This design comes from an exercise in tuning for a short achievable clock period and few clock cycles on the open sky130 flow, not from production work.
Only simulation tests tie the RTL to the original design; equivalence was not proved.

== trial 38 ==
Design mips_cpu_bus, start of the top module:
module mips_cpu_bus
(
  input  logic       clk,
  input  logic       reset,
  output logic       active,
  output mips_isa_pkg::word_t      register_v0,
  output mips_isa_pkg::word_t      address,
  output logic       write,
  output logic       read,
  input  logic       waitrequest,
  output mips_isa_pkg::word_t      writedata,
  output logic [3:0] byteenable,
  input  mips_isa_pkg::word_t      readdata
);
For scale: roughly 15,000 cells after synthesis, roughly 5,300 flip-flops, ~140 I/O pins, ~0.25 mm² of cells after synthesis.
export LEC_CHECK = 0
export ABC_CLOCK_PERIOD_IN_PS = 4000
export CAP_MARGIN = 20
export CORE_MARGIN = 2
export CORE_UTILIZATION = 40
export SLEW_MARGIN = 20
create_clock -name core_clock -period 10.0 [get_ports {clk}]
standard.sh (not shown) runs the stock make flow with config.mk's settings and CLKGATE_MAP_FILE= SYNTH_SCRIPT=/design/flow/synth_recipe.tcl, a recipe that flattens the netlist after the stock synthesis.
==> flow/flow/run.sh <==
#!/bin/bash
set -euo pipefail
bash standard.sh SETUP_SLACK_MARGIN=6 finish > standard.log 2>&1
Trial 38 went all the way through the flow, and no timing, DRC or antenna check failed.
Testbench counts of trial 38, summed over its fixed seeds: cycles 84,748.
--- input diff trial 38..trial 3 ---
--- a/flow/design.v
+++ b/flow/design.v
@@ -344,13 +344,18 @@
   assign address     = rq_a;
   assign read        = rd_q;
   assign write       = wr_q;
   assign writedata   = rq_d;
   assign byteenable  = {4{rd_q | wr_q}};
   assign register_v0 = rf[2];
-  assign active      = !(fz && !f2_v && !d_v && !e_v && !m_v && !rq_v);
+  logic halted;
+  always_ff @(posedge clk) begin
+    if (reset) halted <= 1'b0;
+    else       halted <= fz && !f2_v && !d_v && !e_v && !m_v && !rq_v;
+  end
+  assign active      = !halted;
   logic [CB-1:0] fi, pi;
   logic          c_hit, f1_ok, f2_fill, f2_avail, p_hit;
   logic [31:0]   f1_ins, f2_insx, p_diff;
   assign fi       = fpc[CB+1:2];
   assign pi       = ppc[CB+1:2];
   assign c_hit    = c_vb[fi] && (c_t[fi] == {fpc[31:CB+2], fpc[1:0]});
@@ -437,49 +442,75 @@
     else                                      va = rf_read(rs);
     if (rt != 5'd0 && e_v && e_wr == rt)      vb = e_res;
     else if (rt != 5'd0 && m_v && m_wr == rt) vb = m_val;
     else                                      vb = rf_read(rt);
   end
   logic [31:0] ba, bb;
+  logic        e_rs, e_rt, e_add, e_or, eq;
+  always_comb begin
+    if (rs != 5'd0 && m_v && m_wr == rs) ba = m_res;
+    else                                 ba = rf_read(rs);
+    if (rt != 5'd0 && m_v && m_wr == rt) bb = m_res;
+    else                                 bb = rf_read(rt);
+  end
+  assign e_rs  = (rs != 5'd0) && e_v && (e_wr == rs);
+  assign e_rt  = (rt != 5'd0) && e_v && (e_wr == rt);
+  assign e_add = (e_op == OP_ADD) && !e_ld;
+  assign e_or  = (e_op == OP_OR);
+  function automatic logic add_eq(input logic [31:0] x, input logic [31:0] y,
+                                  input logic [31:0] z);
+    logic [31:0] c;
+    c = (x & y) | ((x ^ y) & ~z);
+    add_eq = ((x ^ y ^ z) == {c[30:0], 1'b0});
+  endfunction
   always_comb begin
-    if (rs != 5'd0 && e_v && e_wr == rs)      ba = e_res;
-    else if (rs != 5'd0 && m_v && m_wr == rs) ba = m_res;
-    else                                      ba = rf_read(rs);
-    if (rt != 5'd0 && e_v && e_wr == rt)      bb = e_res;
-    else if (rt != 5'd0 && m_v && m_wr == rt) bb = m_res;
-    else                                      bb = rf_read(rt);
+    if (e_rs && e_rt)  eq = 1'b1;
+    else if (e_rs)     eq = add_eq(e_a, e_b, bb);
+    else if (e_rt)     eq = add_eq(e_a, e_b, ba);
+    else               eq = (ba == bb);
   end
   logic m_stall, haz_ld, haz_br, d_go, d_free, f2_to_d, f2_free;
   assign m_stall = m_v && ((m_ld && !(m_iss && !waitrequest)) || (m_st && !m_iss));
   assign haz_ld  = e_v && e_ld && (e_wr != 5'd0) &&
                    ((use_rs && rs == e_wr) || (use_rt && rt == e_wr));
-  assign haz_br  = (is_br || is_jr) &&
-                   ((e_v && e_ld && e_wr != 5'd0 && (rs == e_wr || (is_br && rt == e_wr))) ||
+  assign haz_br  = (is_br && !(e_rs && e_rt) && ((e_rs || e_rt) && !e_add)) ||
+                   (is_jr && e_rs && !e_or) ||
+                   ((is_br || is_jr) &&
                     (m_v && m_ld && m_wr != 5'd0 && (rs == m_wr || (is_br && rt == m_wr))));
   assign d_go    = d_v && !m_stall && !haz_ld && !haz_br;
   assign d_free  = !d_v || d_go;
   assign f2_to_d = f2_avail && d_free;
   assign f2_free = !f2_v || f2_to_d;
   logic f1_to_d;
   assign f1_to_d = !f2_v && !fz && f1_ok && d_free;
   logic        taken, br_now;
   logic [31:0] tgt;
-  assign taken   = is_j || is_jr || (is_beq && (ba == bb)) || (is_bne && (ba != bb));
+  assign taken   = is_j || is_jr || (is_beq && eq) || (is_bne && !eq);
   assign br_now  = d_go && taken;
   always_comb begin
-    if (is_jr)     tgt = ba;
+    if (is_jr)     tgt = e_rs ? (e_a | e_b) : ba;
     else if (is_j) tgt = {d_npc[31:28], d_ir[25:0], 2'b00};
     else           tgt = d_npc + {{14{imm[15]}}, imm, 2'b00};
   end
   logic data_new, data_old, f_need, f1_need, p_ok, p_far, p_behind;
   assign data_new = e_v && (e_ld || e_st) && !m_stall;
   assign data_old = m_v && (m_ld || m_st) && !m_iss;
   assign f_need   = f2_v && !f2_ok && !(rq_v && rq_f && (rq_a == f2_pc));
   assign f1_need  = !fz && !c_hit && !(rq_v && rq_f && (rq_a == fpc));
-  assign p_behind = p_diff[31];
-  assign p_far    = !p_behind && (p_diff >= LIM);
+  logic p_behind_q, p_far_q;
+  always_ff @(posedge clk) begin
+    if (reset) begin
+      p_behind_q <= 1'b0;
+      p_far_q    <= 1'b0;
+    end else begin
+      p_behind_q <= p_diff[31];
+      p_far_q    <= !p_diff[31] && (p_diff >= LIM);
+    end
+  end
+  assign p_behind = p_behind_q;
+  assign p_far    = p_far_q;
   assign p_ok     = !fz && !p_behind && !p_far && !p_hit;
   always_ff @(posedge clk) begin
     if (reset) begin
       rq_v <= 1'b0;
       rd_q <= 1'b0;
       wr_q <= 1'b0;
## What came out
Comparing trial 3 and trial 38, the higher xor/xnor share of the synthesized area is on trial 3. Cell area after layout delta (trial 3 − trial 38): favourable. In the reports for trial 3 and trial 38, the larger ratio of final minimum period to clock period belongs to trial 3. Sequential cell count of the final layout delta (trial 38 -> trial 3): insignificant. Residual DRC count of trial 38 is on par with trial 3. Cell count | trial 3 above trial 38.
Testbench counts of trial 3, summed over its fixed seeds: cycles 85,143.

==> static timing again, ports no longer ideal <==
The flow's constraints put no driver on any port. The routed layouts listed below were extracted and timed again, unchanged, in two steps. Step 1: set_driving_cell puts a clkbuf_16 on clk and a buf_2 on each other input, an assumption about the parent block. Step 2 also shifts input and output timing later by t, the mid clock arrival at the registers, as if the neighbouring blocks saw the same clock. Three values: ideal ports, drivers, drivers and shift; two values: the first two.
| run | shift t [ns] | setup slack, ns | latest minus earliest clock arrival (ns) | slew at the worst register clock pin (ns) |
|---|---|---|---|---|
| trial 38 | 1.232 | 4.657 / 4.657 / 4.212 | 0.128 / 0.127 | 0.07 / 0.07 |
| trial 3 | 1.222 | 4.087 / 4.087 / 3.899 | 0.062 / 0.061 | 0.07 / 0.07 |
After both steps every run listed still meets setup and hold. The setup slack of trial 38, which loses most, moves by 0.000 ns with the drivers and by -0.445 ns with both steps.
